From an optimization exercise on the open Yosys and OpenROAD flow, aimed at small area, a short achievable clock period and few clock cycles per item; shortcuts taken in it are not production practice.
RTL that was checked went through simulation tests only; none was proved equivalent to the original.
The RTL of run 1 was laid out without a check of its function.
Power and IR drop assume default switching activity.

<file path="design.v">
package miss_pkg;
    localparam int NLINE_W    = 26;
    localparam int SET_W      = 6;
    localparam int TAG_W      = 20;
    localparam int WAY_W      = 2;
    localparam int BEATS      = 4;
    localparam int BEAT_W     = 2;
    localparam int DATA_W     = 64;
    localparam int ID_W       = 4;
    localparam int MSHR_N     = 4;
    localparam int MSHR_W     = 2;
    localparam int DATA_DEPTH = 8;
    localparam int META_DEPTH = 2;
    localparam int ALLOC_W    = NLINE_W + WAY_W + BEAT_W + 2 * ID_W + 1;
    localparam int DATA_AW    = $clog2(DATA_DEPTH);
    localparam int META_AW    = $clog2(META_DEPTH);
    typedef struct packed {
        logic [NLINE_W-1:0] nline;
        logic [WAY_W-1:0]   way;
        logic [BEAT_W-1:0]  word;
        logic [ID_W-1:0]    sid;
        logic [ID_W-1:0]    tid;
        logic               need_rsp;
    } miss_alloc_t;
    typedef struct packed {
        logic        valid;
        miss_alloc_t req;
    } mshr_entry_t;
    typedef struct packed {
        logic [NLINE_W-1:0] nline;
        logic [MSHR_W-1:0]  id;
    } mem_req_t;
    typedef struct packed {
        logic [DATA_W-1:0] data;
        logic [MSHR_W-1:0] id;
        logic              error;
        logic              last;
    } mem_resp_t;
    typedef struct packed {
        logic [MSHR_W-1:0] id;
        logic              error;
    } refill_meta_t;
    typedef struct packed {
        logic [SET_W-1:0]  set;
        logic [WAY_W-1:0]  way;
        logic [BEAT_W-1:0] beat;
        logic [DATA_W-1:0] data;
    } refill_wr_t;
    typedef struct packed {
        logic [SET_W-1:0] set;
        logic [WAY_W-1:0] way;
        logic             valid;
        logic [TAG_W-1:0] tag;
    } dir_entry_t;
    typedef struct packed {
        logic [DATA_W-1:0] data;
        logic [ID_W-1:0]   sid;
        logic [ID_W-1:0]   tid;
        logic              error;
    } core_rsp_t;
endpackage
`timescale 1ns/1ps
module miss_handler (
    input  logic                         clk_i,
    input  logic                         rst_ni,
    input  logic                         alloc_valid_i,
    input  logic [38:0]                  alloc_i,
    output logic                         alloc_ready_o,
    output logic                         mshr_full_o,
    output logic                         mem_req_valid_o,
    output logic [27:0]                  mem_req_o,
    input  logic                         mem_req_ready_i,
    input  logic                         mem_resp_valid_i,
    input  logic [67:0]                  mem_resp_i,
    output logic                         mem_resp_ready_o,
    output logic                         refill_req_o,
    input  logic                         refill_gnt_i,
    output logic                         refill_wr_valid_o,
    output logic [73:0]                  refill_wr_o,
    output logic                         dir_wr_valid_o,
    output logic [28:0]                  dir_wr_o,
    output logic                         core_rsp_valid_o,
    output logic [72:0]                  core_rsp_o,
    input  logic [miss_pkg::NLINE_W-1:0] check_nline_i,
    output logic                         check_hit_o,
    output logic                         mshr_empty_o
);
    localparam int N = miss_pkg::MSHR_N;
    miss_pkg::miss_alloc_t alloc_s;
    miss_pkg::mem_resp_t   resp_s;
    miss_pkg::refill_wr_t  wr_s;
    miss_pkg::dir_entry_t  dir_s;
    miss_pkg::core_rsp_t   rsp_s;
    assign alloc_s = alloc_i;
    assign resp_s  = mem_resp_i;
    logic [N-1:0]                  valid_q;
    logic [miss_pkg::NLINE_W-1:0]  nline_q [N];
    logic [miss_pkg::WAY_W-1:0]    way_q   [N];
    logic [miss_pkg::BEAT_W-1:0]   word_q  [N];
    logic [miss_pkg::ID_W-1:0]     sid_q   [N];
    logic [miss_pkg::ID_W-1:0]     tid_q   [N];
    logic [N-1:0]                  rsp_q;
    logic [miss_pkg::MSHR_W-1:0]   idx_q, idx_d;
    logic [N-1:0]                  valid_d;
    logic                          take, ret;
    logic [miss_pkg::MSHR_W-1:0]   rid;
    assign mshr_full_o  = &valid_q;
    assign mshr_empty_o = ~|valid_q;
    assign alloc_ready_o   = mem_req_ready_i && !mshr_full_o;
    assign mem_req_valid_o = alloc_valid_i && !mshr_full_o;
    assign mem_req_o       = {alloc_s.nline, idx_q};
    assign take            = alloc_valid_i && alloc_ready_o;
    always_comb begin
        check_hit_o = 1'b0;
        for (int i = 0; i < N; i++) begin
            if (valid_q[i] && (nline_q[i] == check_nline_i)) begin
                check_hit_o = 1'b1;
            end
        end
    end
    always_comb begin
        valid_d = valid_q;
        if (ret) begin
            valid_d[rid] = 1'b0;
        end
        if (take) begin
            valid_d[idx_q] = 1'b1;
        end
    end
    always_comb begin
        idx_d = idx_q;
        if (!(mem_req_valid_o && !mem_req_ready_i)) begin
            idx_d = '0;
            for (int i = N - 1; i >= 0; i--) begin
                if (!valid_d[i]) begin
                    idx_d = miss_pkg::MSHR_W'(i);
                end
            end
        end
    end
    always_ff @(posedge clk_i or negedge rst_ni) begin
        if (!rst_ni) begin
            valid_q <= '0;
            idx_q   <= '0;
        end else begin
            valid_q <= valid_d;
            idx_q   <= idx_d;
        end
    end
    always_ff @(posedge clk_i) begin
        for (int i = 0; i < N; i++) begin
            if (take && idx_q == miss_pkg::MSHR_W'(i)) begin
                nline_q[i] <= alloc_s.nline;
                way_q[i]   <= alloc_s.way;
                word_q[i]  <= alloc_s.word;
                sid_q[i]   <= alloc_s.sid;
                tid_q[i]   <= alloc_s.tid;
                rsp_q[i]   <= alloc_s.need_rsp;
            end
        end
    end
    logic [miss_pkg::BEAT_W-1:0] cnt_q;
    logic                        mid, fire;
    assign mid              = (cnt_q != '0);
    assign refill_req_o     = mem_resp_valid_i && !mid;
    assign mem_resp_ready_o = mid || refill_gnt_i;
    assign fire             = mem_resp_valid_i && mem_resp_ready_o;
    assign rid              = resp_s.id;
    assign ret              = fire && (cnt_q == miss_pkg::BEAT_W'(miss_pkg::BEATS - 1));
    always_ff @(posedge clk_i or negedge rst_ni) begin
        if (!rst_ni) begin
            cnt_q <= '0;
        end else if (fire) begin
            cnt_q <= cnt_q + 1'b1;
        end
    end
    logic [N-1:0]                 rsel;
    logic [miss_pkg::NLINE_W-1:0] r_nline;
    logic [miss_pkg::WAY_W-1:0]   r_way;
    logic [miss_pkg::BEAT_W-1:0]  r_word;
    logic [miss_pkg::ID_W-1:0]    r_sid, r_tid;
    logic                         r_rsp;
    always_comb begin
        r_nline = '0;
        r_way   = '0;
        r_word  = '0;
        r_sid   = '0;
        r_tid   = '0;
        r_rsp   = 1'b0;
        for (int i = 0; i < N; i++) begin
            rsel[i] = (rid == miss_pkg::MSHR_W'(i));
            r_nline = r_nline | ({miss_pkg::NLINE_W{rsel[i]}} & nline_q[i]);
            r_way   = r_way   | ({miss_pkg::WAY_W{rsel[i]}}   & way_q[i]);
            r_word  = r_word  | ({miss_pkg::BEAT_W{rsel[i]}}  & word_q[i]);
            r_sid   = r_sid   | ({miss_pkg::ID_W{rsel[i]}}    & sid_q[i]);
            r_tid   = r_tid   | ({miss_pkg::ID_W{rsel[i]}}    & tid_q[i]);
            r_rsp   = r_rsp   | (rsel[i] & rsp_q[i]);
        end
    end
    assign refill_wr_valid_o = fire && !resp_s.error;
    assign wr_s.set  = r_nline[miss_pkg::SET_W-1:0];
    assign wr_s.way  = r_way;
    assign wr_s.beat = cnt_q;
    assign wr_s.data = resp_s.data;
    assign refill_wr_o = wr_s;
    assign dir_wr_valid_o = ret;
    assign dir_s.set   = r_nline[miss_pkg::SET_W-1:0];
    assign dir_s.way   = r_way;
    assign dir_s.valid = !resp_s.error;
    assign dir_s.tag   = r_nline[miss_pkg::NLINE_W-1 -: miss_pkg::TAG_W];
    assign dir_wr_o    = dir_s;
    assign core_rsp_valid_o = fire && r_rsp && (cnt_q == r_word);
    assign rsp_s.data  = resp_s.data;
    assign rsp_s.sid   = r_sid;
    assign rsp_s.tid   = r_tid;
    assign rsp_s.error = resp_s.error;
    assign core_rsp_o  = rsp_s;
endmodule
</file>
<file path="flow/run.sh">
#!/bin/bash
# Standard layout, with the port buffers made from plain buffers instead of
# the delay cells ORFS picks for sky130hd, and delay cells kept out of repair.
set -euo pipefail
cat >> config.mk <<'MK'
export BUFFER_PORTS_ARGS = -buffer_cell sky130_fd_sc_hd__buf_2
export DONT_USE_CELLS = sky130_fd_sc_hd__clkdlybuf4s15_1 sky130_fd_sc_hd__clkdlybuf4s15_2 sky130_fd_sc_hd__clkdlybuf4s18_1 sky130_fd_sc_hd__clkdlybuf4s18_2 sky130_fd_sc_hd__clkdlybuf4s25_1 sky130_fd_sc_hd__clkdlybuf4s25_2 sky130_fd_sc_hd__clkdlybuf4s50_1 sky130_fd_sc_hd__clkdlybuf4s50_2 sky130_fd_sc_hd__dlygate4sd1_1 sky130_fd_sc_hd__dlygate4sd2_1 sky130_fd_sc_hd__dlygate4sd3_1 sky130_fd_sc_hd__dlymetal6s2s_1 sky130_fd_sc_hd__dlymetal6s4s_1 sky130_fd_sc_hd__dlymetal6s6s_1
MK
bash standard.sh > standard.log 2>&1
</file>
<file path="standard.sh">
#!/bin/bash
# synth_recipe.tcl (not shown) runs the flow's synth.tcl, then flattens the netlist and writes it again
# the make line also repeats each setting of config.mk as NAME=value (left out here)
make -C /OpenROAD-flow-scripts/flow DESIGN_CONFIG=/design/flow/config.mk WORK_HOME=/design/flow/orfs CLKGATE_MAP_FILE= SYNTH_SCRIPT=/design/flow/synth_recipe.tcl "${@:-finish}"
</file>
<file path="config.mk">
export PLATFORM = sky130hd
export DESIGN_NAME = miss_handler
export DESIGN_NICKNAME = miss_handler
export VERILOG_FILES = /design/flow/design.v
export SDC_FILE = /design/flow/constraint.sdc
export NUM_CORES = 4
export LEC_CHECK = 0
export CAP_MARGIN = 20
export CORE_MARGIN = 2
export CORE_UTILIZATION = 40
export CTS_BUF_LIST = sky130_fd_sc_hd__clkbuf_8
export SETUP_SLACK_MARGIN = 1.5
export SLEW_MARGIN = 20
export BUFFER_PORTS_ARGS = -buffer_cell sky130_fd_sc_hd__buf_2
export DONT_USE_CELLS = sky130_fd_sc_hd__clkdlybuf4s15_1 sky130_fd_sc_hd__clkdlybuf4s15_2 sky130_fd_sc_hd__clkdlybuf4s18_1 sky130_fd_sc_hd__clkdlybuf4s18_2 sky130_fd_sc_hd__clkdlybuf4s25_1 sky130_fd_sc_hd__clkdlybuf4s25_2 sky130_fd_sc_hd__clkdlybuf4s50_1 sky130_fd_sc_hd__clkdlybuf4s50_2 sky130_fd_sc_hd__dlygate4sd1_1 sky130_fd_sc_hd__dlygate4sd2_1 sky130_fd_sc_hd__dlygate4sd3_1 sky130_fd_sc_hd__dlymetal6s2s_1 sky130_fd_sc_hd__dlymetal6s4s_1 sky130_fd_sc_hd__dlymetal6s6s_1
</file>
<file path="constraint.sdc">
create_clock -name core_clock -period 4.5 [get_ports {clk_i}]
set_input_delay 0.9000 -clock core_clock [delete_from_list [all_inputs] [get_ports {clk_i}]]
set_output_delay 0.9000 -clock core_clock [all_outputs]
set_load 0.01 [all_outputs]
</file>
==> impl_metrics.py, run 1 <==
metrics = {
    "run_status": {
        "outcome": "complete, no violations",
    },
    "final_layout": {
        "design_area_mm2": 0.00923,
        "drive_gt1_frac": 0.471,
        "fillers": 1930,
        "mostFrequentLayoutCell": "edfxtp_1",
        "final_util": 0.440,
        "final_cells": 873,
        "final_cell_mix": "edfxtp_1 (156), buf_2 (148), xor2_1 (44), mux4_2 (39), xnor2_1 (37)",
        "final_nets": 723,
        "area_delta_synth_final_pct": 8.09,
    },
    "setup_path": {
        "worstPathArrival_ps": 2220,
        "reg2reg_depth": 5,
        "start_kind": "primary input",
        "required_ps": 3600,
        "crit_path_end_kind": "primary output",
        "crit_fanout": 4,
        "crit_type": "primary input to primary output",
    },
    "die": {
        "row_count": 53,
        "die_area_mm2": 0.0225,
        "die_width_um": 150,
        "core_mm2": 0.0210,
        "die_y_um": 150,
        "io_pins": 353,
        "start_util": 0.407,
    },
    "worst_hold_path": {
        "hold_class": "primary input to asynchronous set/reset pin",
    },
    "clock_network": {
        "cts_tree": "yes",
        "path_clk_slew_ps": 100,
        "clkLatencyLatePin_ps": 460,
        "ctsRootBufferMaster": "clkbuf_8",
        "clock-sinks": 164,
        "cts_hold_buf": 0,
        "htreeDepth": 4,
        "clockBufferDepth": 2,
        "cts_buffers": 17,
    },
    "grt": {
        "grt_util_all_layers": 0.205,
        "grt_use_met3": 0.123,
        "antenna_found_initial": 3,
        "grt_pass1_wl_um": 32200,
        "use_met1": 0.219,
        "grt_busiest_layer": "met2",
        "met2_usage": 0.338,
        "first_global_vias": 4786,
        "grt_max_degree": 41,
        "grt-ovfl-total": 0,
    },
    "synth": {
        "synth.yosys.seq_area_share": 0.572,
        "syn-instance-count": 577,
        "ys_async_sr_fraction": 0.0488,
        "ys.flop_type": "edfxtp_1",
        "yosysWarnings": 6,
        "synthDistinctLibCells": 29,
        "syn_area_mm2": 0.00854,
        "syn_avg_cell_area_um2": 14.8,
        "syn_nets": 718,
        "synth_enable_flop_cells": 156,
        "ys_seq_elements": 164,
    },
    "placement": {
        "place_ws_ps": 955,
        "io_buffers": 159,
        "hpwl_um": 17600,
        "gp_congestion": 0.852,
        "placed_cell_area_mm2": 0.00844,
        "dp_cells": 836,
    },
    "pwr": {
        "p_leak_nw": 3.32,
        "switching_share": 0.306,
        "p_seq_frac": 0.514,
        "p_switching_mw": 1.18,
        "power_frac_clock": 0.284,
        "power_frac_comb": 0.202,
        "p_per_area_mw_per_mm2": 419,
        "ir_worst_vdd_mv": 0.357,
        "internal-power_mw": 2.68,
    },
    "timing": {
        "finalSetupTns_ps": 0,
        "period_minus_slack_ps": 3120,
        "slew_headroom": 0.556,
        "post-route-period-util": 0.693,
        "timing.final.ws_setup_ps": 1380,
        "fin_worst_skew_ps": 12.5,
        "slew_violations": 0,
        "setup_viol": 0,
        "rsz0062_at_grt": "true",
        "worst_pin_slew_ps": 666,
        "max_freq_mhz": 321,
        "hold_violations": 0,
    },
    "route": {
        "ant_nets": 0,
        "drt_first_pass_iters": 4,
        "vias": 4525,
        "wire_per_inst_um": 26.5,
        "drt-initial-drc-count": 308,
        "vias_per_cell": 5.18,
        "drc": 0,
        "wirelength_um": 23100,
    },
    "flow_run": {
        "cap_violations": 0,
    },
}
worst max-delay path, cell delays in order:
cell and delay (ps):
buf_2 140, xnor2_1 150, nand4_1 160, nor4_2 380, nand4_1 150, nand4_1 180
buf_2 160
cell families (layout without fill, tap and decap cells):
group	count (synthesis)	in the layout	share of synthesized area
adder cells (fa/ha/maj)	2	2	0.00293
AND/OR/NAND/NOR	63	63	0.0432
other	0	3	0
XOR/XNOR	107	107	0.110
multiplexers	40	40	0.104
buffers and inverters	192	210	0.159
AO/OA/AOI/OAI	9	9	0.00894
flip-flops	164	164	0.572
final cells by class:
type                       instances  area, µm²  area share
multi-input combinational        221       2580       0.280
sequential                       164       4880       0.529
clock inverter                    15        174      0.0188
inverter                          10       37.5     0.00407
timing repair buffer             168        966       0.105
antenna                            3       7.51    0.000813
clock buffer                      17        234      0.0254
tap                              275        344      0.0373
synthesized netlist by cell type (all sizes together) (4+ instances only):
library cell  instances  area, µm²
nand2                 5       18.8
nor4                 14       93.8
xor2                 44        385
and2                  5       31.3
dfrtp                 8        200
nor3                  6       30.0
clkbuf               12       45.0
mux4                 39        878
nor2                  4       15.0
inv                  10       37.5
nand4                24        150
edfxtp              156       4680
buf                 170       1270
xnor2                63        552
repair_timing:
item                                    4_1_cts  5_1_grt
buffers inserted                              2        0
hold endpoints to repair                      0        0
pin swaps                                    20        2
resized for setup                            60        3
endpoints found under the setup margin       45        4
power groups by stage:
stage | Sequential [mW] | Combinational, mW | Clock (mW)
after floorplan | 1.99 | 0.580 | 0
after global placement | 2.00 | 0.744 | 0
after detailed placement | 2.01 | 0.747 | 0
after CTS | 1.98 | 0.792 | 1.12
after global routing | 2.00 | 0.849 | 1.18
final | 1.99 | 0.780 | 1.10
metal layers:
metal / part of all wire / wire length, µm
met5: 0.0020 / 46
met3: 0.14 / 3160
met1: 0.34 / 7910
met4: 0.019 / 447
met2: 0.50 / 11500
flip-flops by register name, summed over array words and instances (netlist names):
| signal | cells |
|---|---|
| word_q | 8 |
| valid_q | 4 |
| cnt_q | 2 |
| way_q | 8 |
| rsp_q | 4 |
| sid_q | 16 |
| nline_q | 104 |
| tid_q | 16 |
| idx_q | 2 |
worst paths after layout:
check	end	from	slack (ps)
worst max-delay path	check_hit_o	check_nline_i[3]	1380
worst min-delay path	idx_q[1]	rst_ni	270
worst max register to register	nline_q[1][22]	valid_q[0]	2080
worst min register to register	cnt_q[0]	cnt_q[0]	540
max in group asynchronous	cnt_q[1]	rst_ni	4050
min in group core_clock	cnt_q[0]	cnt_q[0]	540
stage by stage:
step / power [mW] / hold WS, ps
floorplan: 2.57 / 544
global placement: 2.74 / 513
detailed placement: 2.76 / 533
CTS: 3.90 / 247
global route: 4.03 / 245
finish: 3.86 / 268
==> run 2: changes to the inputs <==
--- a/design.v
+++ b/design.v
@@ -174,45 +174,22 @@
             cnt_q <= cnt_q + 1'b1;
         end
     end
-    logic [N-1:0]                 rsel;
-    logic [miss_pkg::NLINE_W-1:0] r_nline;
-    logic [miss_pkg::WAY_W-1:0]   r_way;
-    logic [miss_pkg::BEAT_W-1:0]  r_word;
-    logic [miss_pkg::ID_W-1:0]    r_sid, r_tid;
-    logic                         r_rsp;
-    always_comb begin
-        r_nline = '0;
-        r_way   = '0;
-        r_word  = '0;
-        r_sid   = '0;
-        r_tid   = '0;
-        r_rsp   = 1'b0;
-        for (int i = 0; i < N; i++) begin
-            rsel[i] = (rid == miss_pkg::MSHR_W'(i));
-            r_nline = r_nline | ({miss_pkg::NLINE_W{rsel[i]}} & nline_q[i]);
-            r_way   = r_way   | ({miss_pkg::WAY_W{rsel[i]}}   & way_q[i]);
-            r_word  = r_word  | ({miss_pkg::BEAT_W{rsel[i]}}  & word_q[i]);
-            r_sid   = r_sid   | ({miss_pkg::ID_W{rsel[i]}}    & sid_q[i]);
-            r_tid   = r_tid   | ({miss_pkg::ID_W{rsel[i]}}    & tid_q[i]);
-            r_rsp   = r_rsp   | (rsel[i] & rsp_q[i]);
-        end
-    end
     assign refill_wr_valid_o = fire && !resp_s.error;
-    assign wr_s.set  = r_nline[miss_pkg::SET_W-1:0];
-    assign wr_s.way  = r_way;
+    assign wr_s.set  = nline_q[rid][miss_pkg::SET_W-1:0];
+    assign wr_s.way  = way_q[rid];
     assign wr_s.beat = cnt_q;
     assign wr_s.data = resp_s.data;
     assign refill_wr_o = wr_s;
     assign dir_wr_valid_o = ret;
-    assign dir_s.set   = r_nline[miss_pkg::SET_W-1:0];
-    assign dir_s.way   = r_way;
+    assign dir_s.set   = nline_q[rid][miss_pkg::SET_W-1:0];
+    assign dir_s.way   = way_q[rid];
     assign dir_s.valid = !resp_s.error;
-    assign dir_s.tag   = r_nline[miss_pkg::NLINE_W-1 -: miss_pkg::TAG_W];
+    assign dir_s.tag   = nline_q[rid][miss_pkg::NLINE_W-1 -: miss_pkg::TAG_W];
     assign dir_wr_o    = dir_s;
-    assign core_rsp_valid_o = fire && r_rsp && (cnt_q == r_word);
+    assign core_rsp_valid_o = fire && rsp_q[rid] && (cnt_q == word_q[rid]);
     assign rsp_s.data  = resp_s.data;
-    assign rsp_s.sid   = r_sid;
-    assign rsp_s.tid   = r_tid;
+    assign rsp_s.sid   = sid_q[rid];
+    assign rsp_s.tid   = tid_q[rid];
     assign rsp_s.error = resp_s.error;
     assign core_rsp_o  = rsp_s;
 endmodule
==> flow/run.sh (replaced) <==
#!/bin/bash
# Standard synthesis, then its combinational logic re-mapped by ABC for delay
# (flip-flops untouched), then the standard layout from that netlist, with
# plain buffers on the ports and delay cells kept out of repair.
set -euo pipefail
DELAY=800
cat >> config.mk <<'MK'
export BUFFER_PORTS_ARGS = -buffer_cell sky130_fd_sc_hd__buf_2
export DONT_USE_CELLS = sky130_fd_sc_hd__clkdlybuf4s15_1 sky130_fd_sc_hd__clkdlybuf4s15_2 sky130_fd_sc_hd__clkdlybuf4s18_1 sky130_fd_sc_hd__clkdlybuf4s18_2 sky130_fd_sc_hd__clkdlybuf4s25_1 sky130_fd_sc_hd__clkdlybuf4s25_2 sky130_fd_sc_hd__clkdlybuf4s50_1 sky130_fd_sc_hd__clkdlybuf4s50_2 sky130_fd_sc_hd__dlygate4sd1_1 sky130_fd_sc_hd__dlygate4sd2_1 sky130_fd_sc_hd__dlygate4sd3_1 sky130_fd_sc_hd__dlymetal6s2s_1 sky130_fd_sc_hd__dlymetal6s4s_1 sky130_fd_sc_hd__dlymetal6s6s_1
MK
bash standard.sh synth > standard_synth.log 2>&1
R=orfs/results/$FLOW_PLATFORM/miss_handler/base
LIB=$FLOW_HOME/platforms/$FLOW_PLATFORM/lib/sky130_fd_sc_hd__tt_025C_1v80.lib
YOSYS=$FLOW_HOME/../tools/install/yosys/bin/yosys
[ -x "$YOSYS" ] || YOSYS=yosys
cp $R/1_2_yosys.v $R/1_2_yosys_standard.v
sed -e "s#{LIB}#$LIB#g" -e "s#{NET_IN}#$R/1_2_yosys_standard.v#" -e "s#{NET_OUT}#$R/1_2_yosys.v#" \
    -e "s#{TOP}#$FLOW_TOP#g" -e "s#{DELAY}#$DELAY#" flow/remap.ys > remap_run.ys
"$YOSYS" -l remap.log remap_run.ys > /dev/null 2>&1
touch $R/1_2_yosys.v
bash standard.sh > standard.log 2>&1
==> flow/remap.ys (new file) <==
# Re-map the combinational logic of the standard synthesis for delay.
# The flip-flops stay as the standard synthesis made them (same cells, same names).
read_liberty -ignore_miss_func {LIB}
read_verilog {NET_IN}
hierarchy -top {TOP}
blackbox *__df* *__edf*
flatten -noscopeinfo
hierarchy -top {TOP}
opt -purge
abc -liberty {LIB} -dont_use *lpflow* -dont_use *probe* -dont_use *dlygate* -dont_use *clkdlybuf* -dont_use *dlymetal* -D {DELAY}
opt_clean -purge
read_liberty -lib -ignore_redef {LIB}
hilomap -singleton -hicell sky130_fd_sc_hd__conb_1 HI -locell sky130_fd_sc_hd__conb_1 LO
insbuf -buf sky130_fd_sc_hd__buf_4 A X
check -assert -mapped
stat -liberty {LIB}
write_verilog -noattr -nohex -nodec {NET_OUT}
==> run 2 against run 1 <==
  * Largest power group unchanged
  * Setup slack got worse by 37 ps
  * Final cell count increased by 19%
  * Non-clock buffer count increased by 36
==> impl_metrics.py, run 2 <==
metrics = {
    "run_status": {
        "outcome": "complete, no violations",
    },
    "clock_network": {
        "clockBufferDepth": 2,
        "htreeDepth": 4,
        "cts_tree": "yes",
        "clkLatencyLatePin_ps": 460,
        "cts_buffers": 17,
        "cts_hold_buf": 0,
        "clock-sinks": 164,
        "path_clk_slew_ps": 90,
        "ctsRootBufferMaster": "clkbuf_8",
    },
    "flow_run": {
        "cap_violations": 0,
    },
    "route": {
        "drt_first_pass_iters": 9,
        "drc": 0,
        "wire_per_inst_um": 27.9,
        "vias_per_cell": 5.66,
        "drt-initial-drc-count": 676,
        "wirelength_um": 29100,
        "ant_nets": 0,
        "vias": 5901,
    },
    "die": {
        "die_y_um": 150,
        "die_area_mm2": 0.0225,
        "io_pins": 353,
        "row_count": 53,
        "core_mm2": 0.0210,
        "die_width_um": 150,
        "start_util": 0.407,
    },
    "synth": {
        "syn-instance-count": 697,
        "syn_avg_cell_area_um2": 12.2,
        "syn_nets": 836,
        "syn_area_mm2": 0.00852,
        "yosysWarnings": 6,
    },
    "final_layout": {
        "drive_gt1_frac": 0.355,
        "reg.largest.list": "nline_q: 104 flops, sid_q: 16 flops, tid_q: 16 flops",
        "largest_reg_flops": 104,
        "area_delta_synth_final_pct": 13.4,
        "final_cells": 1043,
        "final_nets": 895,
        "multi_input_area_mm2": 0.00260,
        "largest_register": "nline_q",
        "mostFrequentLayoutCell": "edfxtp_1",
        "seqCellArea_mm2": 0.00488,
        "fillers": 1947,
        "final_cell_mix": "edfxtp_1 (156), buf_2 (152), nand2_1 (86), nand2b_1 (51), a222oi_1 (39)",
    },
    "grt": {
        "first_global_vias": 5685,
        "antenna_found_initial": 0,
        "grt_util_all_layers": 0.245,
        "grt_pass1_wl_um": 39300,
        "grt_max_degree": 41,
        "grt-ovfl-total": 0,
    },
    "timing": {
        "worst_pin_slew_ps": 1010,
        "hold_violations": 0,
        "slew_headroom": 0.324,
        "slew_violations": 0,
        "max_freq_mhz": 317,
        "rsz0062_at_grt": "true",
        "setup_viol": 0,
        "fin_worst_skew_ps": 15.2,
        "finalSetupTns_ps": 0,
        "post-route-period-util": 0.701,
        "period_minus_slack_ps": 3160,
    },
    "pwr": {
        "power_mw": 3.76,
        "ir_worst_vdd_mv": 0.268,
        "p_leak_nw": 3.60,
        "p_per_area_mw_per_mm2": 388,
    },
    "setup_path": {
        "required_ps": 3600,
        "crit_path_end_kind": "primary output",
        "worstPathArrival_ps": 2260,
        "crit_fanout": 7,
        "crit_type": "primary input to primary output",
        "start_kind": "primary input",
    },
    "placement": {
        "hpwl_um": 20400,
        "io_buffers": 159,
        "dp_cells": 974,
        "gp_congestion": 0.893,
    },
    "worst_hold_path": {
        "hold_class": "primary input to asynchronous set/reset pin",
    },
}
==> run 2: metrics by stage <==
step / area (µm²) / worst slack (ps) / util / hold slack (ps)
6_report: 9670 / 1340 / 0.461 / 268
5_1_grt: 9670 / 1290 / 0.461 / 251
4_1_cts: 9310 / 1360 / 0.444 / 242
3_5_place_dp: 8560 / 1050 / 0.408 / 600
3_3_place_gp: 8560 / 1070 / 0.408 / 583
2_1_floorplan: 8600 / 1460 / - / 508
==> run 2: power breakdown <==
part	total, mW	switching [mW]	internal, mW
registers	2.00	0.139	1.86
clock network	0.999	0.560	0.439
logic	0.761	0.454	0.306
total	3.76	1.15	2.60
==> run 2: area by class of cell <==
class	count	area share
clock buffers	17	0.0242
inverters	24	0.0122
multi-input cells	345	0.269
flip-flops and latches	164	0.505
repair buffers	204	0.141
clock inverters	13	0.0128
diodes	1	0.000259
well taps	275	0.0356
==> run 2: timing repair <==
item,4_1_cts,5_1_grt
pin swaps,30,44
gates cloned,2,9
buffers inserted,15,12
resized for setup,71,42
setup endpoints to repair,46,44
==> run 2: worst paths after layout <==
kind | depth (start not counted) | slack [ps] | to | from
worst max-delay path | 7 | 1340 | check_hit_o | check_nline_i[17]
worst min-delay path | 1 | 270 | idx_q[1] | rst_ni
worst max register to register | 4 | 1860 | nline_q[1][20] | valid_q[0]
worst min register to register | 1 | 630 | valid_q[1] | valid_q[1]
max in group asynchronous | 1 | 4050 | valid_q[3] | rst_ni
min in group core_clock | 1 | 630 | valid_q[1] | valid_q[1]
==> run 2: worst max-delay path, stage by stage <==
cell and delay [ps]:
buf_4 140, nor2b_4 130, a2111o_1 300, nor4_2 310
nand4_1 130, nand4_1 180, buf_2 170
==> run 2: routing by layer <==
metal	GRT usage	vias up	share of wire
li1	-	2566	-
met3	0.110	36	0.13
met1	0.292	2860	0.36
met5	0.0205	-	0.0022
met2	0.403	437	0.49
met4	0.0590	2	0.015
Testbench counts of run 2, summed over its fixed seeds: cycles 9,977, items 2,400.
==> run 3: changes to the inputs <==
--- a/design.v
+++ b/design.v
@@ -186,7 +186,11 @@
     assign dir_s.valid = !resp_s.error;
     assign dir_s.tag   = nline_q[rid][miss_pkg::NLINE_W-1 -: miss_pkg::TAG_W];
     assign dir_wr_o    = dir_s;
-    assign core_rsp_valid_o = fire && rsp_q[rid] && (cnt_q == word_q[rid]);
+    logic [N-1:0] word_now;
+    for (genvar g = 0; g < N; g++) begin : g_word
+        assign word_now[g] = rsp_q[g] && (word_q[g] == cnt_q);
+    end
+    assign core_rsp_valid_o = fire && word_now[rid];
     assign rsp_s.data  = resp_s.data;
     assign rsp_s.sid   = sid_q[rid];
     assign rsp_s.tid   = tid_q[rid];
==> flow/run.sh (replaced) <==
#!/bin/bash
# Standard synthesis, then its combinational logic re-mapped by ABC without the
# slow 4-input mux/NOR/OR cells (flip-flops untouched), then the standard layout
# from that netlist, with plain buffers on the ports, delay cells kept out of
# repair and sizing not held to each cell's footprint.
set -euo pipefail
cat >> config.mk <<'MK'
export BUFFER_PORTS_ARGS = -buffer_cell sky130_fd_sc_hd__buf_2
export DONT_USE_CELLS = sky130_fd_sc_hd__clkdlybuf4s15_1 sky130_fd_sc_hd__clkdlybuf4s15_2 sky130_fd_sc_hd__clkdlybuf4s18_1 sky130_fd_sc_hd__clkdlybuf4s18_2 sky130_fd_sc_hd__clkdlybuf4s25_1 sky130_fd_sc_hd__clkdlybuf4s25_2 sky130_fd_sc_hd__clkdlybuf4s50_1 sky130_fd_sc_hd__clkdlybuf4s50_2 sky130_fd_sc_hd__dlygate4sd1_1 sky130_fd_sc_hd__dlygate4sd2_1 sky130_fd_sc_hd__dlygate4sd3_1 sky130_fd_sc_hd__dlymetal6s2s_1 sky130_fd_sc_hd__dlymetal6s4s_1 sky130_fd_sc_hd__dlymetal6s6s_1
MK
bash standard.sh synth > standard_synth.log 2>&1
R=orfs/results/$FLOW_PLATFORM/miss_handler/base
LIB=$FLOW_HOME/platforms/$FLOW_PLATFORM/lib/sky130_fd_sc_hd__tt_025C_1v80.lib
YOSYS=$FLOW_HOME/../tools/install/yosys/bin/yosys
[ -x "$YOSYS" ] || YOSYS=yosys
cp $R/1_2_yosys.v $R/1_2_yosys_standard.v
printf 'set_driving_cell sky130_fd_sc_hd__buf_1\nset_load 5\n' > abc_remap.constr
sed -e "s#{LIB}#$LIB#g" -e "s#{NET_IN}#$R/1_2_yosys_standard.v#" -e "s#{NET_OUT}#$R/1_2_yosys.v#" \
    -e "s#{TOP}#$FLOW_TOP#g" -e "s#{SCRIPT}#$FLOW_HOME/scripts/abc_speed.script#" \
    -e "s#{CONSTR}#abc_remap.constr#" flow/remap.ys > remap_run.ys
"$YOSYS" -l remap.log remap_run.ys > /dev/null 2>&1
touch $R/1_2_yosys.v
bash standard.sh MATCH_CELL_FOOTPRINT=0 finish > standard.log 2>&1
==> flow/remap.ys (replaced) <==
# Re-map the combinational logic of the standard synthesis with ORFS's ABC speed
# script, without the slow 4-input mux, NOR and OR cells.
# The flip-flops stay as the standard synthesis made them (same cells, same names).
read_liberty -ignore_miss_func {LIB}
read_verilog {NET_IN}
hierarchy -top {TOP}
blackbox *__df* *__edf*
flatten -noscopeinfo
hierarchy -top {TOP}
opt -purge
abc -script {SCRIPT} -liberty {LIB} -constr {CONSTR} -dont_use *lpflow* -dont_use *probe* -dont_use *dlygate* -dont_use *clkdlybuf* -dont_use *dlymetal* -dont_use sky130_fd_sc_hd__mux4_1 -dont_use sky130_fd_sc_hd__mux4_2 -dont_use sky130_fd_sc_hd__mux4_4 -dont_use sky130_fd_sc_hd__nor4_1 -dont_use sky130_fd_sc_hd__nor4_2 -dont_use sky130_fd_sc_hd__nor4_4 -dont_use sky130_fd_sc_hd__nor4b_1 -dont_use sky130_fd_sc_hd__nor4b_2 -dont_use sky130_fd_sc_hd__nor4b_4 -dont_use sky130_fd_sc_hd__nor4bb_1 -dont_use sky130_fd_sc_hd__nor4bb_2 -dont_use sky130_fd_sc_hd__nor4bb_4 -dont_use sky130_fd_sc_hd__or4_1 -dont_use sky130_fd_sc_hd__or4_2 -dont_use sky130_fd_sc_hd__or4_4 -dont_use sky130_fd_sc_hd__or4b_1 -dont_use sky130_fd_sc_hd__or4b_2 -dont_use sky130_fd_sc_hd__or4b_4 -dont_use sky130_fd_sc_hd__or4bb_1 -dont_use sky130_fd_sc_hd__or4bb_2 -dont_use sky130_fd_sc_hd__or4bb_4 -D 4.5
opt_clean -purge
read_liberty -lib -ignore_redef {LIB}
hilomap -singleton -hicell sky130_fd_sc_hd__conb_1 HI -locell sky130_fd_sc_hd__conb_1 LO
insbuf -buf sky130_fd_sc_hd__buf_4 A X
check -assert -mapped
stat -liberty {LIB}
write_verilog -noattr -nohex -nodec {NET_OUT}
--- a/config.mk
+++ b/config.mk
@@ -9,7 +9,7 @@
 export CORE_MARGIN = 2
 export CORE_UTILIZATION = 40
 export CTS_BUF_LIST = sky130_fd_sc_hd__clkbuf_8
-export SETUP_SLACK_MARGIN = 1.5
+export SETUP_SLACK_MARGIN = 1.8
 export SLEW_MARGIN = 20
 export BUFFER_PORTS_ARGS = -buffer_cell sky130_fd_sc_hd__buf_2
 export DONT_USE_CELLS = sky130_fd_sc_hd__clkdlybuf4s15_1 sky130_fd_sc_hd__clkdlybuf4s15_2 sky130_fd_sc_hd__clkdlybuf4s18_1 sky130_fd_sc_hd__clkdlybuf4s18_2 sky130_fd_sc_hd__clkdlybuf4s25_1 sky130_fd_sc_hd__clkdlybuf4s25_2 sky130_fd_sc_hd__clkdlybuf4s50_1 sky130_fd_sc_hd__clkdlybuf4s50_2 sky130_fd_sc_hd__dlygate4sd1_1 sky130_fd_sc_hd__dlygate4sd2_1 sky130_fd_sc_hd__dlygate4sd3_1 sky130_fd_sc_hd__dlymetal6s2s_1 sky130_fd_sc_hd__dlymetal6s4s_1 sky130_fd_sc_hd__dlymetal6s6s_1
==> run 3 against run 2 <==
  * Sequential share of layout area is 3.5 points lower
  * Clock power is 8% higher
  * Worst hold slack better by 7.9 ps
  * Critical path depth stayed put
  * Clock-buffer cell count stayed put
  * Highest routed layer is now met4
==> impl_metrics.py, run 3 <==
metrics = {
    "clock_network": {
        "cts_hold_buf": 0,
        "clockBufferDepth": 2,
        "cts_tree": "yes",
        "cts_buffers": 17,
        "ctsRootBufferMaster": "clkbuf_8",
        "htreeDepth": 4,
        "clock-sinks": 164,
        "clkLatencyLatePin_ps": 450,
        "path_clk_slew_ps": 90,
    },
    "timing": {
        "setup_viol": 0,
        "period_minus_slack_ps": 2950,
        "hold_violations": 0,
        "finalSetupTns_ps": 0,
        "slew_violations": 0,
        "max_freq_mhz": 339,
        "rsz0062_at_grt": "true",
        "fin_worst_skew_ps": 12.4,
        "timing.final.ws_setup_ps": 1550,
        "worst_pin_slew_ps": 881,
        "slew_headroom": 0.411,
        "post-route-period-util": 0.656,
    },
    "setup_path": {
        "cp_slowest_cell": "xnor2_1",
        "crit_fanout": 4,
        "crit_path_end_kind": "primary output",
        "regToRegSetupSlack_ps": 2150,
        "crit_end": "check_hit_o",
        "crit_family": "simple AND/OR/NAND/NOR gates",
        "reg2reg_depth": 4,
        "start_kind": "primary input",
        "path_buf_inv": 2,
        "reg2reg_to": "nline_q[2][0]",
        "startpoint": "check_nline_i[0]",
        "worstPathArrival_ps": 2050,
        "crit_cells": 7,
        "worstPathCellList": "buf_2, xnor2_1, nand4_1, nor2_1, nand3_1, nand4_1, buf_2",
        "required_ps": 3600,
        "crit_path_max_incr_delay_ps": 260,
        "crit_type": "primary input to primary output",
        "rr_startpoint": "valid_q[3]",
    },
    "pwr": {
        "p_switching_mw": 1.23,
        "p_seq_frac": 0.501,
        "power_frac_clock": 0.267,
        "power_mw": 4.07,
        "p_per_area_mw_per_mm2": 391,
        "power_frac_comb": 0.232,
        "p_leak_nw": 3.77,
        "ir_worst_vdd_mv": 0.194,
        "switching_share": 0.303,
        "internal-power_mw": 2.83,
    },
    "worst_hold_path": {
        "hold_class": "primary input to asynchronous set/reset pin",
    },
    "run_status": {
        "outcome": "complete, no violations",
    },
    "synth": {
        "yosysWarnings": 6,
        "syn_area_mm2": 0.00897,
        "syn_avg_cell_area_um2": 12.2,
        "syn_nets": 875,
        "syn-instance-count": 736,
    },
    "die": {
        "die_area_mm2": 0.0236,
        "die_y_um": 154,
        "row_count": 54,
        "die_width_um": 154,
        "io_pins": 353,
        "start_util": 0.410,
        "core_mm2": 0.0219,
    },
    "grt": {
        "grt-ovfl-total": 0,
        "grt_util_all_layers": 0.218,
        "grt_max_degree": 41,
        "grt_pass1_wl_um": 37200,
        "first_global_vias": 5620,
        "antenna_found_initial": 2,
    },
    "final_layout": {
        "final_cell_mix": "edfxtp_1 (156), buf_2 (143), xnor2_2 (55), xnor2_1 (45), mux2i_1 (36)",
        "final_nets": 860,
        "area_delta_synth_final_pct": 15.9,
        "mostFrequentLayoutCell": "edfxtp_1",
        "fillers": 1976,
        "multi_input_area_mm2": 0.00344,
        "seqCellArea_mm2": 0.00489,
        "reg.largest.list": "nline_q: 104 flops, sid_q: 16 flops, tid_q: 16 flops",
        "largest_reg_flops": 104,
        "largest_register": "nline_q",
        "drive_gt1_frac": 0.464,
    },
    "route": {
        "drc": 0,
        "wirelength_um": 26800,
        "ant_nets": 0,
        "wire_per_inst_um": 26.4,
        "drt-initial-drc-count": 360,
        "vias_per_cell": 5.31,
        "vias": 5386,
        "drt_first_pass_iters": 5,
    },
    "placement": {
        "hpwl_um": 18700,
        "place_ws_ps": 1070,
        "io_buffers": 159,
        "gp_congestion": 0.856,
    },
    "flow_run": {
        "cap_violations": 0,
    },
}
run 3: worst min-delay path by stage:
| stage | start | to | cells after the start |
|---|---|---|---|
| after floorplan | valid_q[3] | valid_q[3] | 2 |
| after global placement | idx_q[1] | valid_q[0] | 1 |
| after detailed placement | idx_q[1] | valid_q[0] | 1 |
| after CTS | rst_ni | cnt_q[0] | 1 |
| after global routing | rst_ni | cnt_q[1] | 1 |
| final | rst_ni | cnt_q[1] | 1 |
run 3: cell type report:
type | instances | area share
well taps | 280 | 0.0337
diodes | 2 | 0.000481
flip-flops and latches | 164 | 0.470
inverters | 10 | 0.00361
clock buffers | 17 | 0.0225
clock inverters | 14 | 0.0159
repair buffers | 182 | 0.123
multi-input cells | 346 | 0.331
run 3: per-stage QoR:
stage / area, µm² / utilization / hold WS (ps) / cells
3_3_place_gp: 8830 / 0.403 / 640 / 968
3_5_place_dp: 8830 / 0.403 / 647 / 968
5_1_grt: 10400 / 0.475 / 259 / 1015
2_1_floorplan: 9110 / - / 557 / 736
6_report: 10400 / 0.475 / 276 / 1015
4_1_cts: 9920 / 0.453 / 251 / 1008
run 3: power by group through the flow:
stage	Combinational, mW	Sequential (mW)	Clock [mW]
CTS	0.887	2.02	1.10
floorplan	0.690	1.99	0
global route	1.01	2.06	1.16
global placement	0.769	2.04	0
detailed placement	0.779	2.05	0
finish	0.944	2.04	1.08
run 3: what timing repair did:
action / 4_1_cts / 5_1_grt
gates resized for setup: 104 / 77
buffers inserted: 3 / 2
cloned: 6 / 3
setup endpoints to repair: 46 / 17
pin swaps: 30 / 28
run 3: metal layers:
layer	track usage	share of wire
met5	0.0186	0
met4	0.0861	0.029
met3	0.0922	0.10
met2	0.368	0.50
met1	0.244	0.37
Testbench counts of run 3, summed over its fixed seeds: cycles 9,977, items 2,400.
==> run 4: changes to the inputs <==
--- a/config.mk
+++ b/config.mk
@@ -9,7 +9,7 @@
 export CORE_MARGIN = 2
 export CORE_UTILIZATION = 40
 export CTS_BUF_LIST = sky130_fd_sc_hd__clkbuf_8
-export SETUP_SLACK_MARGIN = 1.8
+export SETUP_SLACK_MARGIN = 2.1
 export SLEW_MARGIN = 20
 export BUFFER_PORTS_ARGS = -buffer_cell sky130_fd_sc_hd__buf_2
 export DONT_USE_CELLS = sky130_fd_sc_hd__clkdlybuf4s15_1 sky130_fd_sc_hd__clkdlybuf4s15_2 sky130_fd_sc_hd__clkdlybuf4s18_1 sky130_fd_sc_hd__clkdlybuf4s18_2 sky130_fd_sc_hd__clkdlybuf4s25_1 sky130_fd_sc_hd__clkdlybuf4s25_2 sky130_fd_sc_hd__clkdlybuf4s50_1 sky130_fd_sc_hd__clkdlybuf4s50_2 sky130_fd_sc_hd__dlygate4sd1_1 sky130_fd_sc_hd__dlygate4sd2_1 sky130_fd_sc_hd__dlygate4sd3_1 sky130_fd_sc_hd__dlymetal6s2s_1 sky130_fd_sc_hd__dlymetal6s4s_1 sky130_fd_sc_hd__dlymetal6s6s_1
==> run 4 against run 3 <==
  * Critical endpoint unchanged
  * Clock power grew 6%
  * Highest routed layer is now met5
  * Global-route usage rose by 1.9 points
  * Final cell count grew 3.3%
  * Critical path depth stayed put
  * Largest power group unchanged
  * Die area did not move
  * Non-clock buffer count up 34
  * Still clean on timing, DRC and antenna
==> impl_metrics.py, run 4 <==
metrics = {
    "setup_path": {
        "worstPathArrival_ps": 2060,
        "start_kind": "primary input",
        "regToRegSetupSlack_ps": 2290,
        "rr_startpoint": "valid_q[1]",
        "crit_fanout": 4,
        "startpoint": "check_nline_i[11]",
        "reg2reg_to": "nline_q[2][0]",
        "crit_type": "primary input to primary output",
        "crit_path_end_kind": "primary output",
        "reg2reg_depth": 6,
        "required_ps": 3600,
    },
    "timing": {
        "fin_worst_skew_ps": 13.0,
        "setup_viol": 0,
        "slew_headroom": 0.509,
        "finalSetupTns_ps": 0,
        "period_minus_slack_ps": 2960,
        "fin_hold_ws_ps": 281,
        "max_freq_mhz": 338,
        "timing.final.ws_setup_ps": 1540,
        "worst_pin_slew_ps": 736,
        "hold_violations": 0,
        "rsz0062_at_grt": "true",
        "post-route-period-util": 0.657,
        "slew_violations": 0,
    },
    "clock_network": {
        "cts_tree": "yes",
        "clockBufferDepth": 2,
        "path_clk_slew_ps": 90,
        "htreeDepth": 4,
        "cts_buffers": 17,
        "cts_hold_buf": 0,
        "clock-sinks": 164,
        "ctsRootBufferMaster": "clkbuf_8",
        "clkLatencyLatePin_ps": 460,
    },
    "synth": {
        "syn_area_mm2": 0.00897,
        "syn-instance-count": 736,
        "yosysWarnings": 6,
        "syn_nets": 875,
        "syn_avg_cell_area_um2": 12.2,
    },
    "final_layout": {
        "seqCellArea_mm2": 0.00489,
        "fillers": 1917,
        "mostFrequentLayoutCell": "edfxtp_1",
        "multi_input_area_mm2": 0.00346,
        "largest_reg_flops": 104,
        "largest_register": "nline_q",
        "final_nets": 894,
        "final_util": 0.498,
        "reg.largest.list": "nline_q: 104 flops, sid_q: 16 flops, tid_q: 16 flops",
        "final_cell_mix": "edfxtp_1 (156), buf_2 (145), xnor2_1 (78), xnor2_2 (30), nand4_1 (28)",
        "drive_gt1_frac": 0.509,
        "area_delta_synth_final_pct": 21.6,
    },
    "grt": {
        "first_global_vias": 5875,
        "grt_max_degree": 41,
        "grt-ovfl-total": 0,
        "grt_pass1_wl_um": 40500,
        "antenna_found_initial": 2,
        "grt_util_all_layers": 0.237,
    },
    "route": {
        "drt-initial-drc-count": 328,
        "drt_first_pass_iters": 5,
        "wire_per_inst_um": 27.2,
        "wirelength_um": 28600,
        "ant_nets": 0,
        "vias_per_cell": 5.37,
        "drc": 0,
        "vias": 5633,
    },
    "die": {
        "die_area_mm2": 0.0236,
        "die_y_um": 154,
        "io_pins": 353,
        "start_util": 0.410,
        "row_count": 54,
        "die_width_um": 154,
        "core_mm2": 0.0219,
    },
    "pwr": {
        "p_per_area_mw_per_mm2": 391,
        "p_leak_nw": 3.91,
        "ir_worst_vdd_mv": 0.196,
    },
    "worst_hold_path": {
        "hold_class": "primary input to asynchronous set/reset pin",
    },
    "run_status": {
        "outcome": "complete, no violations",
    },
    "placement": {
        "gp_congestion": 0.804,
        "io_buffers": 159,
        "place_ws_ps": 1110,
        "hpwl_um": 18800,
    },
    "flow_run": {
        "cap_violations": 0,
    },
}
run 4: power breakdown:
| part | total, mW | internal (mW) | switching, mW |
|---|---|---|---|
| logic | 1.10 | 0.521 | 0.574 |
| clock network | 1.14 | 0.563 | 0.580 |
| registers | 2.03 | 1.87 | 0.159 |
run 4: cell type report:
type / count / area share
Inverter: 10 / 0.00367
Sequential cell: 164 / 0.448
Clock buffer: 17 / 0.0214
Multi-Input combinational cell: 346 / 0.317
Clock inverter: 15 / 0.0178
Tap cell: 280 / 0.0321
Timing Repair Buffer: 216 / 0.159
Antenna cell: 1 / 0.000229
run 4: critical path: stages:
cell and delay [ps]:
buf_12 110, xnor2_2 150, nand4_1 230, nor3_2 230, nand3_1 120, nand4_1 140
buf_2 160
run 4: how the worst max path moves through the flow:
stage | to | slack [ps] | cells past startpoint
5_1_grt | check_hit_o | 1540 | 7
3_5_place_dp | dir_wr_o[7] | 1110 | 6
4_1_cts | check_hit_o | 1600 | 7
2_1_floorplan | refill_wr_o[69] | 1850 | 6
6_report | check_hit_o | 1540 | 7
3_3_place_gp | dir_wr_o[12] | 1140 | 6
run 4: stage by stage:
step           std cells  cell area [µm²]  total power [mW]
3_3_place_gp         967             8890              2.83
6_report            1049            10900              4.27
5_1_grt             1048            10900              4.44
4_1_cts             1040            10500              4.18
2_1_floorplan        736             9370              2.71
3_5_place_dp         967             8890              2.84
run 4: what timing repair did:
item / 4_1_cts / 5_1_grt
cloned: 18 / 0
pin swaps: 55 / 15
setup endpoints to repair: 53 / 54
gates resized for setup: 162 / 87
setup buffers: 23 / 8
endpoints found under the hold margin: 0 / 0
run 4: metal layers:
| layer | up-vias | share of wire | global-route usage |
|---|---|---|---|
| li1 | 2466 | - | - |
| met1 | 2799 | 0.36 | 0.260 |
| met2 | 339 | 0.53 | 0.425 |
| met3 | 27 | 0.10 | 0.0981 |
| met4 | 2 | 0.012 | 0.0559 |
| met5 | - | 0.00038 | 0.0145 |
==> run 5: changes to the inputs <==
--- a/config.mk
+++ b/config.mk
@@ -9,7 +9,7 @@
 export CORE_MARGIN = 2
 export CORE_UTILIZATION = 40
 export CTS_BUF_LIST = sky130_fd_sc_hd__clkbuf_8
-export SETUP_SLACK_MARGIN = 2.1
+export SETUP_SLACK_MARGIN = 1.6
 export SLEW_MARGIN = 20
 export BUFFER_PORTS_ARGS = -buffer_cell sky130_fd_sc_hd__buf_2
 export DONT_USE_CELLS = sky130_fd_sc_hd__clkdlybuf4s15_1 sky130_fd_sc_hd__clkdlybuf4s15_2 sky130_fd_sc_hd__clkdlybuf4s18_1 sky130_fd_sc_hd__clkdlybuf4s18_2 sky130_fd_sc_hd__clkdlybuf4s25_1 sky130_fd_sc_hd__clkdlybuf4s25_2 sky130_fd_sc_hd__clkdlybuf4s50_1 sky130_fd_sc_hd__clkdlybuf4s50_2 sky130_fd_sc_hd__dlygate4sd1_1 sky130_fd_sc_hd__dlygate4sd2_1 sky130_fd_sc_hd__dlygate4sd3_1 sky130_fd_sc_hd__dlymetal6s2s_1 sky130_fd_sc_hd__dlymetal6s4s_1 sky130_fd_sc_hd__dlymetal6s6s_1
==> run 5 against run 4 <==
  * Critical path depth unchanged
  * Maximum frequency rose by 2.5%
  * Worst hold slack worse by 1.1 ps
  * Synthesized area unchanged
  * Non-clock buffer count down 42
  * Largest power group unchanged
  * Sequential share of layout area is 5.4 points higher
  * Die area stayed put
==> impl_metrics.py, run 5 <==
metrics = {
    "grt": {
        "first_global_vias": 5500,
        "antenna_found_initial": 1,
        "grt_max_degree": 62,
        "grt_pass1_wl_um": 35600,
        "grt_util_all_layers": 0.206,
        "grt-ovfl-total": 0,
    },
    "clock_network": {
        "cts_buffers": 17,
        "clock-sinks": 164,
        "clkLatencyLatePin_ps": 450,
        "path_clk_slew_ps": 100,
        "cts_hold_buf": 0,
        "cts_tree": "yes",
        "clockBufferDepth": 2,
        "htreeDepth": 4,
        "ctsRootBufferMaster": "clkbuf_8",
    },
    "setup_path": {
        "crit_type": "primary input to primary output",
        "worstPathArrival_ps": 1980,
        "start_kind": "primary input",
        "crit_fanout": 4,
        "crit_path_end_kind": "primary output",
        "startpoint": "check_nline_i[10]",
        "required_ps": 3600,
        "rr_startpoint": "valid_q[3]",
    },
    "timing": {
        "fin_hold_ws_ps": 279,
        "worst_pin_slew_ps": 712,
        "slew_violations": 0,
        "hold_violations": 0,
        "fin_worst_skew_ps": 18.3,
        "period_minus_slack_ps": 2880,
        "slew_headroom": 0.526,
        "post-route-period-util": 0.641,
        "setup_viol": 0,
        "finalSetupTns_ps": 0,
        "max_freq_mhz": 347,
        "rsz0062_at_grt": "true",
    },
    "final_layout": {
        "final_cell_mix": "edfxtp_1 (156), buf_2 (148), xnor2_1 (68), a21oi_1 (38)",
        "drive_gt1_frac": 0.362,
        "reg.largest.list": "nline_q: 104 flops, sid_q: 16 flops, tid_q: 16 flops",
        "final_cells": 1007,
        "largest_reg_flops": 104,
        "largest_register": "nline_q",
        "final_util": 0.445,
        "area_delta_synth_final_pct": 8.46,
        "mostFrequentLayoutCell": "edfxtp_1",
        "final_nets": 852,
    },
    "die": {
        "core_mm2": 0.0219,
        "row_count": 54,
        "io_pins": 353,
        "die_width_um": 154,
        "die_y_um": 154,
        "die_area_mm2": 0.0236,
        "start_util": 0.410,
    },
    "pwr": {
        "power_mw": 3.94,
        "p_per_area_mw_per_mm2": 405,
        "p_leak_nw": 3.50,
        "ir_worst_vdd_mv": 0.179,
    },
    "run_status": {
        "outcome": "complete, no violations",
    },
    "placement": {
        "io_buffers": 159,
        "hpwl_um": 18800,
        "gp_congestion": 0.852,
        "dp_cells": 969,
    },
    "synth": {
        "syn_nets": 875,
        "syn-instance-count": 736,
        "syn_area_mm2": 0.00897,
        "syn_avg_cell_area_um2": 12.2,
        "yosysWarnings": 6,
    },
    "flow_run": {
        "cap_violations": 0,
    },
    "route": {
        "vias": 5275,
        "ant_nets": 0,
        "wirelength_um": 25400,
        "drc": 0,
        "drt_first_pass_iters": 4,
        "wire_per_inst_um": 25.2,
        "drt-initial-drc-count": 271,
        "vias_per_cell": 5.24,
    },
    "worst_hold_path": {
        "hold_class": "primary input to asynchronous set/reset pin",
    },
}
run 5: critical path, cell delays in order:
cell and delay, ps:
clkbuf_4 170, xnor2_1 170, nand4_1 200, nor3_2 160, nand3_1 90, nand4_1 130, buf_2 150
run 5: metrics by stage:
step	setup WS (ps)	instance area [µm²]
3_5_place_dp	1010	8750
2_1_floorplan	1530	8990
3_3_place_gp	1040	8750
5_1_grt	1560	9730
4_1_cts	1590	9450
6_report	1620	9730
run 5: worst paths after layout:
check / cells past startpoint / slack, ps / end
max in group asynchronous: 1 / 4020 / valid_q[1]
max reg2reg: 4 / 2220 / nline_q[2][0]
max: 7 / 1620 / check_hit_o
min: 1 / 280 / cnt_q[1]
min reg2reg: 1 / 660 / valid_q[0]
min in group core_clock: 1 / 660 / valid_q[0]
run 5: layer usage:
metal  vias up  track usage  share of wire
li1       2388            -              -
met5         -       0.0166         0.0011
met3        43       0.0967           0.11
met1      2554        0.225           0.35
met2       288        0.351           0.51
met4         2       0.0725          0.032
run 5: layout make-up:
| cell class | instances | area, µm² |
|---|---|---|
| well taps | 280 | 350 |
| clock buffers | 17 | 234 |
| fillers | 2040 | 12200 |
| diodes | 1 | 2.50 |
| repair buffers | 174 | 1010 |
| clock inverters | 15 | 151 |
| flip-flops and latches | 164 | 4890 |
| inverters | 10 | 37.5 |
| multi-input cells | 346 | 3060 |
run 5: timing repair:
action | CTS | global route
cloned | 0 | 1
setup buffers | 0 | 4
setup endpoints to repair | 46 | 24
gates resized for setup | 58 | 44
pin swaps | 13 | 27
run 5: power by group:
group          leakage [nW]  internal (mW)  switching [mW]  total, mW
clock network         0.205          0.534           0.522       1.06
registers              1.51           1.86           0.167       2.03
logic                  1.79          0.366           0.487      0.853
total                  3.50           2.76            1.18       3.94
==> run 6: changes to the inputs <==
--- a/config.mk
+++ b/config.mk
@@ -7,9 +7,10 @@
 export LEC_CHECK = 0
 export CAP_MARGIN = 20
 export CORE_MARGIN = 2
-export CORE_UTILIZATION = 40
+export CORE_UTILIZATION = 70
 export CTS_BUF_LIST = sky130_fd_sc_hd__clkbuf_8
-export SETUP_SLACK_MARGIN = 1.6
+export PLACE_DENSITY = 0.8
+export SETUP_SLACK_MARGIN = 1.5
 export SLEW_MARGIN = 20
 export BUFFER_PORTS_ARGS = -buffer_cell sky130_fd_sc_hd__buf_2
 export DONT_USE_CELLS = sky130_fd_sc_hd__clkdlybuf4s15_1 sky130_fd_sc_hd__clkdlybuf4s15_2 sky130_fd_sc_hd__clkdlybuf4s18_1 sky130_fd_sc_hd__clkdlybuf4s18_2 sky130_fd_sc_hd__clkdlybuf4s25_1 sky130_fd_sc_hd__clkdlybuf4s25_2 sky130_fd_sc_hd__clkdlybuf4s50_1 sky130_fd_sc_hd__clkdlybuf4s50_2 sky130_fd_sc_hd__dlygate4sd1_1 sky130_fd_sc_hd__dlygate4sd2_1 sky130_fd_sc_hd__dlygate4sd3_1 sky130_fd_sc_hd__dlymetal6s2s_1 sky130_fd_sc_hd__dlymetal6s4s_1 sky130_fd_sc_hd__dlymetal6s6s_1
==> run 6 against run 5 <==
  * Clock power fell by 13%
  * Sequential power barely moved
  * Design area fell by 6.7%
  * Global-route usage rose by 16 points
  * Synthesized area did not move
  * Clock-buffer cell count did not move
  * Non-clock buffer count fell by 7
  * Maximum frequency fell by 3.1%
  * Wire length fell by 1.1%
  * Sequential share of layout area rose by 3.6 points
  * Core utilization rose by 28 points
  * Highest routed layer unchanged
==> impl_metrics.py, run 6 <==
metrics = {
    "run_status": {
        "outcome": "complete, no violations",
    },
    "final_layout": {
        "multi_input_area_mm2": 0.00268,
        "drive_gt1_frac": 0.301,
        "final_cell_mix": "buf_2 (158), edfxtp_1 (156), xnor2_1 (106), a21oi_1 (38)",
        "largest_register": "nline_q",
        "final_util": 0.722,
        "fillers": 843,
        "mostFrequentLayoutCell": "buf_2",
        "final_nets": 845,
        "area_delta_synth_final_pct": 1.14,
        "design_area_mm2": 0.00907,
        "seqCellArea_mm2": 0.00489,
        "reg.largest.list": "nline_q: 104 flops, sid_q: 16 flops, tid_q: 16 flops",
        "largest_reg_flops": 104,
    },
    "grt": {
        "grt-ovfl-total": 0,
        "grt_max_degree": 51,
        "grt_pass1_wl_um": 34200,
        "antenna_found_initial": 0,
        "grt_util_all_layers": 0.362,
        "first_global_vias": 5305,
    },
    "setup_path": {
        "crit_fanout": 4,
        "reg2reg_to": "tid_q[3][3]",
        "rr_startpoint": "idx_q[0]",
        "required_ps": 3600,
        "crit_type": "primary input to primary output",
        "start_kind": "primary input",
        "reg2reg_depth": 3,
        "regToRegSetupSlack_ps": 2280,
        "crit_path_end_kind": "primary output",
        "worstPathArrival_ps": 2080,
        "startpoint": "check_nline_i[20]",
    },
    "route": {
        "wire_per_inst_um": 28.2,
        "vias": 5466,
        "drt-initial-drc-count": 492,
        "vias_per_cell": 6.13,
        "wirelength_um": 25100,
        "ant_nets": 0,
        "drc": 0,
        "drt_first_pass_iters": 5,
    },
    "timing": {
        "max_freq_mhz": 336,
        "timing.final.ws_setup_ps": 1520,
        "rsz0062_at_grt": "false",
        "setup_viol": 0,
        "slew_violations": 0,
        "period_minus_slack_ps": 2980,
        "fin_worst_skew_ps": 9.14,
        "post-route-period-util": 0.661,
        "finalSetupTns_ps": 0,
        "slew_headroom": 0.517,
        "hold_violations": 0,
        "worst_pin_slew_ps": 723,
    },
    "die": {
        "die_width_um": 117,
        "die_y_um": 117,
        "io_pins": 353,
        "row_count": 41,
        "core_mm2": 0.0126,
        "start_util": 0.714,
        "die_area_mm2": 0.0137,
    },
    "clock_network": {
        "clockBufferDepth": 2,
        "path_clk_slew_ps": 70,
        "clock-sinks": 164,
        "cts_buffers": 17,
        "clkLatencyLatePin_ps": 460,
        "ctsRootBufferMaster": "clkbuf_8",
        "cts_tree": "yes",
        "cts_hold_buf": 0,
        "htreeDepth": 4,
    },
    "synth": {
        "syn_nets": 875,
        "syn-instance-count": 736,
        "syn_avg_cell_area_um2": 12.2,
        "yosysWarnings": 6,
        "syn_area_mm2": 0.00897,
    },
    "pwr": {
        "ir_worst_vdd_mv": 0.252,
        "power_mw": 3.72,
        "p_per_area_mw_per_mm2": 410,
        "p_leak_nw": 3.21,
    },
    "placement": {
        "place_ws_ps": 1160,
        "hpwl_um": 19100,
        "placed_cell_area_mm2": 0.00861,
        "gp_congestion": 0.958,
        "io_buffers": 159,
    },
    "worst_hold_path": {
        "hold_class": "primary input to asynchronous set/reset pin",
    },
    "flow_run": {
        "cap_violations": 0,
    },
}
==> run 6: layout make-up <==
class | instances | area share
Inverter | 10 | 0.00414
Sequential cell | 164 | 0.538
Multi-Input combinational cell | 346 | 0.295
Clock inverter | 14 | 0.0105
Timing Repair Buffer | 167 | 0.102
Tap cell | 172 | 0.0237
Clock buffer | 17 | 0.0258
Antenna cell | 1 | 0.000276
==> run 6: how the worst max path moves through the flow <==
stage / endpoint / slack (ps) / depth (start not counted)
5_1_grt: check_hit_o / 1480 / 7
3_3_place_gp: refill_wr_o[69] / 1200 / 6
6_report: check_hit_o / 1520 / 7
3_5_place_dp: core_rsp_o[6] / 1160 / 6
2_1_floorplan: nline_q[0][0] / 1530 / 2
4_1_cts: check_hit_o / 1510 / 7
==> run 6: power by group <==
group          internal, mW  switching, mW  leakage [nW]
Combinational         0.320          0.462          1.52
Sequential             1.86          0.157          1.51
Clock                 0.418          0.502         0.176
==> run 6: what timing repair did <==
item | CTS | global route
hold endpoints to repair | 0 | 0
pin swaps | 1 | 5
setup buffers | 0 | 0
endpoints found under the setup margin | 36 | 12
gates resized for setup | 9 | 12
gates cloned | 0 | 0
==> run 6: metrics by stage <==
step | hold slack, ps | cells
floorplan | 557 | 736
global placement | 660 | 858
CTS | 273 | 889
finish | 291 | 891
global route | 275 | 890
detailed placement | 676 | 858
==> run 6: layer usage <==
layer | up-vias | routed length (µm) | part of all wire | global-route usage
li1 | 2370 | - | - | -
met5 | - | 194 | 0.0077 | 0.119
met2 | 417 | 11200 | 0.45 | 0.519
met3 | 67 | 4610 | 0.18 | 0.276
met1 | 2606 | 8280 | 0.33 | 0.403
met4 | 6 | 802 | 0.032 | 0.134
==> run 6: critical path, stage by stage <==
cell and delay (ps):
clkbuf_4 160, xnor2_4 170, nand4_1 230, nor3_2 250, nand3_1 100, nand4_1 110, buf_2 150
==> run 7: changes to the inputs <==
--- a/config.mk
+++ b/config.mk
@@ -12,5 +12,6 @@
 export PLACE_DENSITY = 0.8
 export SETUP_SLACK_MARGIN = 1.5
 export SLEW_MARGIN = 20
+export TNS_END_PERCENT = 30
 export BUFFER_PORTS_ARGS = -buffer_cell sky130_fd_sc_hd__buf_2
 export DONT_USE_CELLS = sky130_fd_sc_hd__clkdlybuf4s15_1 sky130_fd_sc_hd__clkdlybuf4s15_2 sky130_fd_sc_hd__clkdlybuf4s18_1 sky130_fd_sc_hd__clkdlybuf4s18_2 sky130_fd_sc_hd__clkdlybuf4s25_1 sky130_fd_sc_hd__clkdlybuf4s25_2 sky130_fd_sc_hd__clkdlybuf4s50_1 sky130_fd_sc_hd__clkdlybuf4s50_2 sky130_fd_sc_hd__dlygate4sd1_1 sky130_fd_sc_hd__dlygate4sd2_1 sky130_fd_sc_hd__dlygate4sd3_1 sky130_fd_sc_hd__dlymetal6s2s_1 sky130_fd_sc_hd__dlymetal6s4s_1 sky130_fd_sc_hd__dlymetal6s6s_1
==> run 7 against run 6 <==
  * Still clean
  * Power is 7.6% higher
  * Design area is 0.79% higher
  * First-iteration DRC count rose by 13%
  * Sequential power barely moved
  * Global-route usage about the same
  * Combinational power decreased by 2%
==> impl_metrics.py, run 7 <==
metrics = {
    "pwr": {
        "p_per_area_mw_per_mm2": 438,
        "power_mw": 4.01,
        "p_leak_nw": 3.25,
        "ir_worst_vdd_mv": 0.296,
    },
    "setup_path": {
        "crit_top_cell": "buf_16",
        "reg2reg_to": "nline_q[2][9]",
        "crit_path_max_incr_delay_ps": 280,
        "crit_type": "primary input to primary output",
        "worstPathCellList": "buf_16, buf_16, nor2b_1, a211oi_1, a21oi_1, buf_2",
        "reg2reg_depth": 4,
        "required_ps": 3600,
        "crit_path_end_kind": "primary output",
        "crit_fanout": 58,
        "crit_family": "buffers and inverters",
        "start_kind": "primary input",
        "rr_startpoint": "valid_q[3]",
        "cp_slowest_cell": "buf_16",
        "path_buf_inv": 3,
        "worstPathArrival_ps": 2080,
        "startpoint": "mem_resp_i[2]",
        "regToRegSetupSlack_ps": 2180,
    },
    "grt": {
        "grt-ovfl-total": 0,
        "grt_use_met3": 0.231,
        "grt_max_degree": 59,
        "met2_usage": 0.542,
        "antenna_found_initial": 0,
        "grt_pass1_wl_um": 34300,
        "first_global_vias": 5422,
        "grt_util_all_layers": 0.363,
        "use_met1": 0.425,
        "grt_busiest_layer": "met2",
    },
    "timing": {
        "finalSetupTns_ps": 0,
        "hold_violations": 0,
        "slew_headroom": 0.270,
        "worst_pin_slew_ps": 1100,
        "slew_violations": 0,
        "setup_viol": 0,
        "period_minus_slack_ps": 2980,
        "post-route-period-util": 0.663,
        "timing.final.ws_setup_ps": 1520,
        "rsz0062_at_grt": "true",
        "max_freq_mhz": 335,
        "fin_worst_skew_ps": 11.0,
    },
    "route": {
        "drt_first_pass_iters": 5,
        "ant_nets": 0,
        "vias_per_cell": 6.24,
        "wirelength_um": 24900,
        "drt-initial-drc-count": 554,
        "drc": 0,
        "wire_per_inst_um": 28.0,
        "vias": 5531,
    },
    "clock_network": {
        "ctsRootBufferMaster": "clkbuf_8",
        "cts_hold_buf": 0,
        "path_clk_slew_ps": 80,
        "cts_tree": "yes",
        "clock-sinks": 164,
        "htreeDepth": 4,
        "cts_buffers": 17,
        "clkLatencyLatePin_ps": 470,
        "clockBufferDepth": 2,
    },
    "synth": {
        "syn_area_mm2": 0.00897,
        "yosysWarnings": 6,
        "syn_avg_cell_area_um2": 12.2,
        "syn-instance-count": 736,
        "syn_nets": 875,
    },
    "final_layout": {
        "area_delta_synth_final_pct": 1.94,
        "final_nets": 844,
        "final_cell_mix": "buf_2 (158), edfxtp_1 (156), xnor2_1 (105), a21oi_1 (38)",
        "drive_gt1_frac": 0.303,
        "fillers": 820,
        "design_area_mm2": 0.00915,
        "mostFrequentLayoutCell": "buf_2",
        "n_antenna_cell": 0,
        "multi_input_area_mm2": 0.00266,
        "final_util": 0.728,
        "reg.largest.list": "nline_q: 104 flops, sid_q: 16 flops, tid_q: 16 flops",
        "largest_register": "nline_q",
        "seqCellArea_mm2": 0.00489,
        "largest_reg_flops": 104,
    },
    "placement": {
        "placed_cell_area_mm2": 0.00860,
        "io_buffers": 159,
        "hpwl_um": 18500,
        "gp_congestion": 0.929,
        "place_ws_ps": 1090,
    },
    "die": {
        "die_width_um": 117,
        "start_util": 0.714,
        "io_pins": 353,
        "die_y_um": 117,
        "row_count": 41,
        "core_mm2": 0.0126,
        "die_area_mm2": 0.0137,
    },
    "worst_hold_path": {
        "hold_class": "primary input to asynchronous set/reset pin",
    },
    "run_status": {
        "outcome": "complete, no violations",
    },
    "flow_run": {
        "cap_violations": 0,
    },
}
run 7: worst max path at each step:
stage | endpoint | slack, ps | cells past startpoint
2_1_floorplan | nline_q[2][0] | 1400 | 2
3_3_place_gp | dir_wr_o[17] | 1150 | 6
3_5_place_dp | dir_wr_o[1] | 1090 | 6
4_1_cts | core_rsp_valid_o | 1470 | 6
5_1_grt | core_rsp_valid_o | 1470 | 6
6_report | dir_wr_o[13] | 1520 | 6
run 7: stage by stage:
stage | cells | hold slack (ps)
3_5_place_dp | 858 | 659
6_report | 887 | 265
4_1_cts | 887 | 252
2_1_floorplan | 736 | 557
5_1_grt | 887 | 260
3_3_place_gp | 858 | 659
run 7: per-layer routing:
layer  up-vias  share of wire
met5         -         0.0051
li1       2354              -
met1      2672           0.34
met2       447           0.46
met3        54           0.17
met4         4          0.023
run 7: layout make-up:
cell class | instances | area share
sequential | 164 | 0.534
multi-input combinational | 346 | 0.291
timing repair buffer | 166 | 0.0984
clock buffer | 17 | 0.0256
tap | 172 | 0.0235
clock inverter | 12 | 0.0233
inverter | 10 | 0.00410
run 7: report_power, final:
part           switching, mW  internal [mW]  leakage, nW
Sequential             0.163           1.87         1.51
Clock                  0.510          0.701        0.228
Combinational          0.458          0.311         1.52
Total                   1.13           2.88         3.25
run 7: what timing repair did:
action                     CTS  global route
resized for setup            8            13
setup endpoints to repair   46            19
buffers inserted             0             0
pin swaps                    0             1
